Background: an optimization exercise with open tools, aiming at small area and a short achievable clock period. Do not read the settings as production practice.

v7:
Design compressor_unit, start of the top module:
module compressor_unit
(
    input  logic              clock,
    input  logic              reset_n,
    input  logic [LINE_W-1:0] UnCompressedCache,
    output logic [LINE_W-1:0] CompressedCache,
    output logic [3:0]        Encoding,
    output logic [LINE_W-1:0] DeCompressedCache
);
    logic [7:0]    w_fit;
    logic [3:0]    w_enc;
    logic [8:0]    w_sel;
    logic [95:0]   w_d8;
    logic [63:0]   w_d4;
    logic [63:0]   w_d2;
    cc_pkg::line_t r_line;
    logic [7:0]    r_nfit;    
    logic [95:0]   r_d8;
    logic [63:0]   r_d4;
    logic [63:0]   r_d2;
    cc_pkg::line_t r_decomp;
    bdi_front u_front (
        .line (UnCompressedCache),
        .fit  (w_fit),
        .d8   (w_d8),
        .d4   (w_d4),
        .d2   (w_d2)
    );
    always_ff @(posedge clock or negedge reset_n) begin
        if (!reset_n) begin
            r_line   <= '0;
            r_nfit   <= '0;      
            r_decomp <= '0;
        end else begin
            r_line   <= UnCompressedCache;
            r_nfit   <= ~w_fit;
            r_decomp <= r_line;
        end
    end
    always_ff @(posedge clock) begin
        r_d8 <= w_d8;
        r_d4 <= w_d4;
        r_d2 <= w_d2;
    end
    bdi_decide u_decide (
        .nfit (r_nfit),
        .enc (w_enc),
        .sel (w_sel)
    );
    bdi_payload u_payload (
        .line    (r_line),
        .sel     (w_sel),
        .d8      (r_d8),
        .d4      (r_d4),
        .d2      (r_d2),
        .payload (CompressedCache)
    );
    assign Encoding          = w_enc;
  ...
Size in the first run: ~3900 cells after synthesis, ~770 I/O pins.
==> module bdi_front, before the edit <==
module bdi_front (
    input  logic [255:0] line,
    output logic [7:0]   fit,       
    output logic [95:0]  d8,        
    output logic [63:0]  d4,        
    output logic [63:0]  d2         
);
    logic [63:0] b8;
    logic [31:0] b4;
    logic [15:0] b2;
    assign b8 = line[63:0];
    assign b4 = line[31:0];
    assign b2 = line[15:0];
    logic [31:0] k8_0, k8_1;
    logic [15:0] k4_0, k4_1;
    logic [7:0]  k2_0, k2_1;
    bdi_step #(.N(32), .INC(0)) u_k80 (.x(b8[63:32]), .en(~b8[31]), .y(k8_0));
    bdi_step #(.N(32), .INC(1)) u_k81 (.x(b8[63:32]), .en(b8[31]),  .y(k8_1));
    bdi_step #(.N(16), .INC(0)) u_k40 (.x(b4[31:16]), .en(~b4[15]), .y(k4_0));
    bdi_step #(.N(16), .INC(1)) u_k41 (.x(b4[31:16]), .en(b4[15]),  .y(k4_1));
    bdi_step #(.N(8),  .INC(0)) u_k20 (.x(b2[15:8]),  .en(~b2[7]),  .y(k2_0));
    bdi_step #(.N(8),  .INC(1)) u_k21 (.x(b2[15:8]),  .en(b2[7]),   .y(k2_1));
    logic [3:0]  f8d1, f8d2, f8d4;
    logic [7:0]  f4d1, f4d2;
    logic [15:0] f2d1;
    logic [3:1]  z8;       
    assign f8d1[0] = 1'b1; assign f8d2[0] = 1'b1; assign f8d4[0] = 1'b1;
    assign f4d1[0] = 1'b1; assign f4d2[0] = 1'b1; assign f2d1[0] = 1'b1;
    for (genvar i = 1; i < 4; i++) begin : g8
        logic [63:0] e;
        logic [31:0] s, p, g;
        logic [32:0] c;
        logic        brw, hi, s7, s15, eq0, eq1, z7, o7, z15, o15;
        assign e = line[64*i +: 64];
        bdi_sub #(.N(32)) u_sub (.a(e[31:0]), .b(b8[31:0]), .s(s), .c(c), .p(p), .g(g));
        assign brw = ~((e[31] & b8[31]) | ((e[31] ^ b8[31]) & c[31]));
        bdi_hi_eq #(.N(32)) u_hi (.e_hi(e[63:32]), .c0(k8_0), .c1(k8_1), .eq0(eq0), .eq1(eq1));
        assign hi = brw ? eq1 : eq0;
        bdi_same #(.L(15), .H(31)) u_s15 (.p(p[31:15]), .g(g[31:15]), .zall(z15), .oall(o15));
        bdi_same #(.L(7),  .H(15)) u_s7  (.p(p[15:7]),  .g(g[15:7]),  .zall(z7),  .oall(o7));
        assign s15 = (c[15] ~^ p[15]) ? z15 : o15;
        assign s7  = (c[7] ~^ p[7]) ? z7 : o7;
        assign f8d4[i] = hi;
        assign f8d2[i] = hi & s15;
        assign f8d1[i] = hi & s15 & s7;
        assign f4d2[2*i] = s15;
        assign f4d1[2*i] = s15 & s7;
        assign f2d1[4*i] = s7;
        assign z8[i] = hi & (&p);
        assign d8[32*(i-1) +: 32] = s;
    end
    for (genvar i = 1; i < 8; i += 2) begin : g4
        logic [31:0] e;
        logic [15:0] s, p, g;
        logic [16:0] c;
        logic        brw, hi, s7, eq0, eq1, z7, o7;
        assign e = line[32*i +: 32];
        bdi_sub #(.N(16)) u_sub (.a(e[15:0]), .b(b4[15:0]), .s(s), .c(c), .p(p), .g(g));
        assign brw = ~((e[15] & b4[15]) | ((e[15] ^ b4[15]) & c[15]));
        bdi_hi_eq #(.N(16)) u_hi (.e_hi(e[31:16]), .c0(k4_0), .c1(k4_1), .eq0(eq0), .eq1(eq1));
        assign hi = brw ? eq1 : eq0;
        bdi_same #(.L(7), .H(15)) u_s7 (.p(p[15:7]), .g(g[15:7]), .zall(z7), .oall(o7));
        assign s7 = (c[7] ~^ p[7]) ? z7 : o7;
        assign f4d2[i] = hi;
        assign f4d1[i] = hi & s7;
        assign f2d1[2*i] = s7;
        assign d4[16*(i-1)/2 +: 16] = s;
    end
    for (genvar i = 1; i < 16; i += 2) begin : g2
        logic [15:0] e;
        logic [7:0]  s;
        logic        c7, brw, eq0, eq1;
        assign e = line[16*i +: 16];
        bdi_sub_s #(.N(8)) u_sub (.a(e[7:0]), .b(b2[7:0]), .s(s), .ctop(c7));
        assign brw = ~((e[7] & b2[7]) | ((e[7] ^ b2[7]) & c7));
        bdi_hi_eq #(.N(8)) u_hi (.e_hi(e[15:8]), .c0(k2_0), .c1(k2_1), .eq0(eq0), .eq1(eq1));
        assign f2d1[i] = brw ? eq1 : eq0;
        assign d2[8*(i-1)/2 +: 8] = s;
    end
    logic fit8d1, fit8d2, fit8d4, fit4d1, fit4d2, fit2d1, is_rep8, is_zero;
    assign fit8d1  = &f8d1;
    assign fit8d2  = &f8d2;
    assign fit8d4  = &f8d4;
    assign fit4d1  = &f4d1;
    assign fit4d2  = &f4d2;
    assign fit2d1  = &f2d1;
    assign is_rep8 = &z8;
    assign is_zero = is_rep8 & ~(|b8);
    assign fit = {is_zero, is_rep8, fit8d1, fit4d1, fit8d2, fit2d1, fit4d2, fit8d4};
endmodule
==> flow/config.mk <==
export PLATFORM = sky130hd
export DESIGN_NAME = compressor_unit
export DESIGN_NICKNAME = compressor_unit
export VERILOG_FILES = /design/flow/design.v
export SDC_FILE = /design/flow/constraint.sdc
export NUM_CORES = 8
export LEC_CHECK = 0
export CAP_MARGIN = 20
export CORE_MARGIN = 2
export CORE_UTILIZATION = 40
export SLEW_MARGIN = 20
export SYNTH_HIERARCHICAL = 1
==> flow/constraint.sdc <==
create_clock -name core_clock -period 12.0 [get_ports {clock}]
set_input_delay 2.4000 -clock core_clock [delete_from_list [all_inputs] [get_ports {clock}]]
set_output_delay 2.4000 -clock core_clock [all_outputs]
set_load 0.01 [all_outputs]
standard.sh (not shown) runs the stock make flow with config.mk's settings and CLKGATE_MAP_FILE= SYNTH_SCRIPT=/design/flow/synth_recipe.tcl, a recipe that flattens the netlist after the stock synthesis.
==> flow/flow/run.sh <==
#!/bin/bash
# Layout flow: the standard synthesis and ORFS layout, with these changes to
# how the layout is made:
#  - the clock tree gets no dummy balancing loads;
#  - ports are buffered with buf_2 instead of the delay cell buffer_ports picks;
#  - timing repair may change a cell's footprint and aims for a setup margin,
#    so the design is pushed below the clock period it must meet.
# Each step's full output goes to its own log in this folder (and ORFS keeps
# its per-stage logs under orfs/logs).
set -euo pipefail
MARGIN=${MARGIN:-6.8}
bash standard.sh synth > log_synth.txt 2>&1
export BUFFER_PORTS_ARGS="-buffer_cell sky130_fd_sc_hd__buf_2"
# clock tree without the dummy loads CTS adds for balancing
export CTS_ARGS="-sink_clustering_enable -repair_clock_nets -dont_use_dummy_load -sink_clustering_size 16 -sink_clustering_max_diameter 60 -buf_list {sky130_fd_sc_hd__clkbuf_8} -root_buf sky130_fd_sc_hd__clkbuf_16"
for step in floorplan place cts route finish; do
  bash standard.sh MATCH_CELL_FOOTPRINT=0 SETUP_SLACK_MARGIN=$MARGIN $step > log_$step.txt 2>&1
done
test -s out/final.def
Here is what was changed in the inputs of v23 compared with v7.
--- a/flow/design.v
+++ b/flow/design.v
@@ -159,8 +159,30 @@
 );
     assign eq0 = (e_hi == c0);
     assign eq1 = (e_hi == c1);
 endmodule
+module bdi_hi_near #(
+    parameter int N = 32
+) (
+    input  logic [N-1:0] e_hi,
+    input  logic [N-1:0] b_hi,
+    output logic         x0,
+    output logic         zt,
+    output logic         ztp
+);
+    logic [N-1:0] x, y, yp;
+    logic [N-1:1] t, tp;
+    assign x  = ~(e_hi ^ b_hi);
+    assign y  = e_hi | ~b_hi;
+    assign yp = b_hi | ~e_hi;
+    for (genvar j = 1; j < N; j++) begin : g_t
+        assign t[j]  = ~(x[j] ^ y[j-1]);
+        assign tp[j] = ~(x[j] ^ yp[j-1]);
+    end
+    assign x0  = x[0];
+    assign zt  = &t;
+    assign ztp = &tp;
+endmodule
 module bdi_front (
     input  logic [255:0] line,
     output logic [7:0]   fit,       
     output logic [95:0]  d8,        
@@ -173,14 +195,11 @@
     assign b8 = line[63:0];
     assign b4 = line[31:0];
     assign b2 = line[15:0];
     logic [31:0] k8_0, k8_1;
-    logic [15:0] k4_0, k4_1;
     logic [7:0]  k2_0, k2_1;
     bdi_step #(.N(32), .INC(0)) u_k80 (.x(b8[63:32]), .en(~b8[31]), .y(k8_0));
     bdi_step #(.N(32), .INC(1)) u_k81 (.x(b8[63:32]), .en(b8[31]),  .y(k8_1));
-    bdi_step #(.N(16), .INC(0)) u_k40 (.x(b4[31:16]), .en(~b4[15]), .y(k4_0));
-    bdi_step #(.N(16), .INC(1)) u_k41 (.x(b4[31:16]), .en(b4[15]),  .y(k4_1));
     bdi_step #(.N(8),  .INC(0)) u_k20 (.x(b2[15:8]),  .en(~b2[7]),  .y(k2_0));
     bdi_step #(.N(8),  .INC(1)) u_k21 (.x(b2[15:8]),  .en(b2[7]),   .y(k2_1));
     logic [3:0]  f8d1, f8d2, f8d4;
     logic [7:0]  f4d1, f4d2;
@@ -214,14 +233,14 @@
     for (genvar i = 1; i < 8; i += 2) begin : g4
         logic [31:0] e;
         logic [15:0] s, p, g;
         logic [16:0] c;
-        logic        brw, hi, s7, eq0, eq1, z7, o7;
+        logic        brw, hi, s7, x0, zt, ztp, z7, o7;
         assign e = line[32*i +: 32];
         bdi_sub #(.N(16)) u_sub (.a(e[15:0]), .b(b4[15:0]), .s(s), .c(c), .p(p), .g(g));
         assign brw = ~((e[15] & b4[15]) | ((e[15] ^ b4[15]) & c[15]));
-        bdi_hi_eq #(.N(16)) u_hi (.e_hi(e[31:16]), .c0(k4_0), .c1(k4_1), .eq0(eq0), .eq1(eq1));
-        assign hi = brw ? eq1 : eq0;
+        bdi_hi_near #(.N(16)) u_hi (.e_hi(e[31:16]), .b_hi(b4[31:16]), .x0(x0), .zt(zt), .ztp(ztp));
+        assign hi = (brw ^ b4[15]) ? (x0 & zt) : (b4[15] ? (~x0 & zt) : (~x0 & ztp));
         bdi_same #(.L(7), .H(15)) u_s7 (.p(p[15:7]), .g(g[15:7]), .zall(z7), .oall(o7));
         assign s7 = (c[7] ~^ p[7]) ? z7 : o7;
         assign f4d2[i] = hi;
         assign f4d1[i] = hi & s7;
- Summary of v23 over v7: worst-margin pin slew grew by 0.083 ns; number of cells upsized or downsized after cts saw a decrease; sequential share of cell area went down 1.1 points; number of violations reported at the end of detailed-routing iteration 0 has decreased.
- Diff v7 -> v23 | non-clock buffer count | down slightly
No functional check of the RTL was part of any run of this note.

[static timing again, ports no longer ideal]
No port has a modelled driver above. Below, the same layouts with a new extraction and two added sets of constraints.
Step 1 sets driving cells, clkbuf_16 on the clock port and buf_2 on the other inputs (assumed; they add their load-dependent delay and slew).
Step 2 also shifts input and output timing later by t, the mid clock arrival at the registers, as if the neighbouring blocks saw the same clock.
a / b / c = ideal / step 1 / step 2; a / b = the first two.
| run | shift t [ns] | setup slack, ns | hold slack, ns |
|---|---|---|---|
| v7 | 0.698 | 6.586 / 6.624 / 5.926 | 0.301 / 0.301 / 0.301 |
| v23 | 0.701 | 6.730 / 6.657 / 6.076 | 0.309 / 0.309 / 0.309 |
After both steps every run listed still meets setup and hold. The setup slack of v7, which loses most, moves by +0.038 ns with the drivers and by -0.660 ns with both steps.
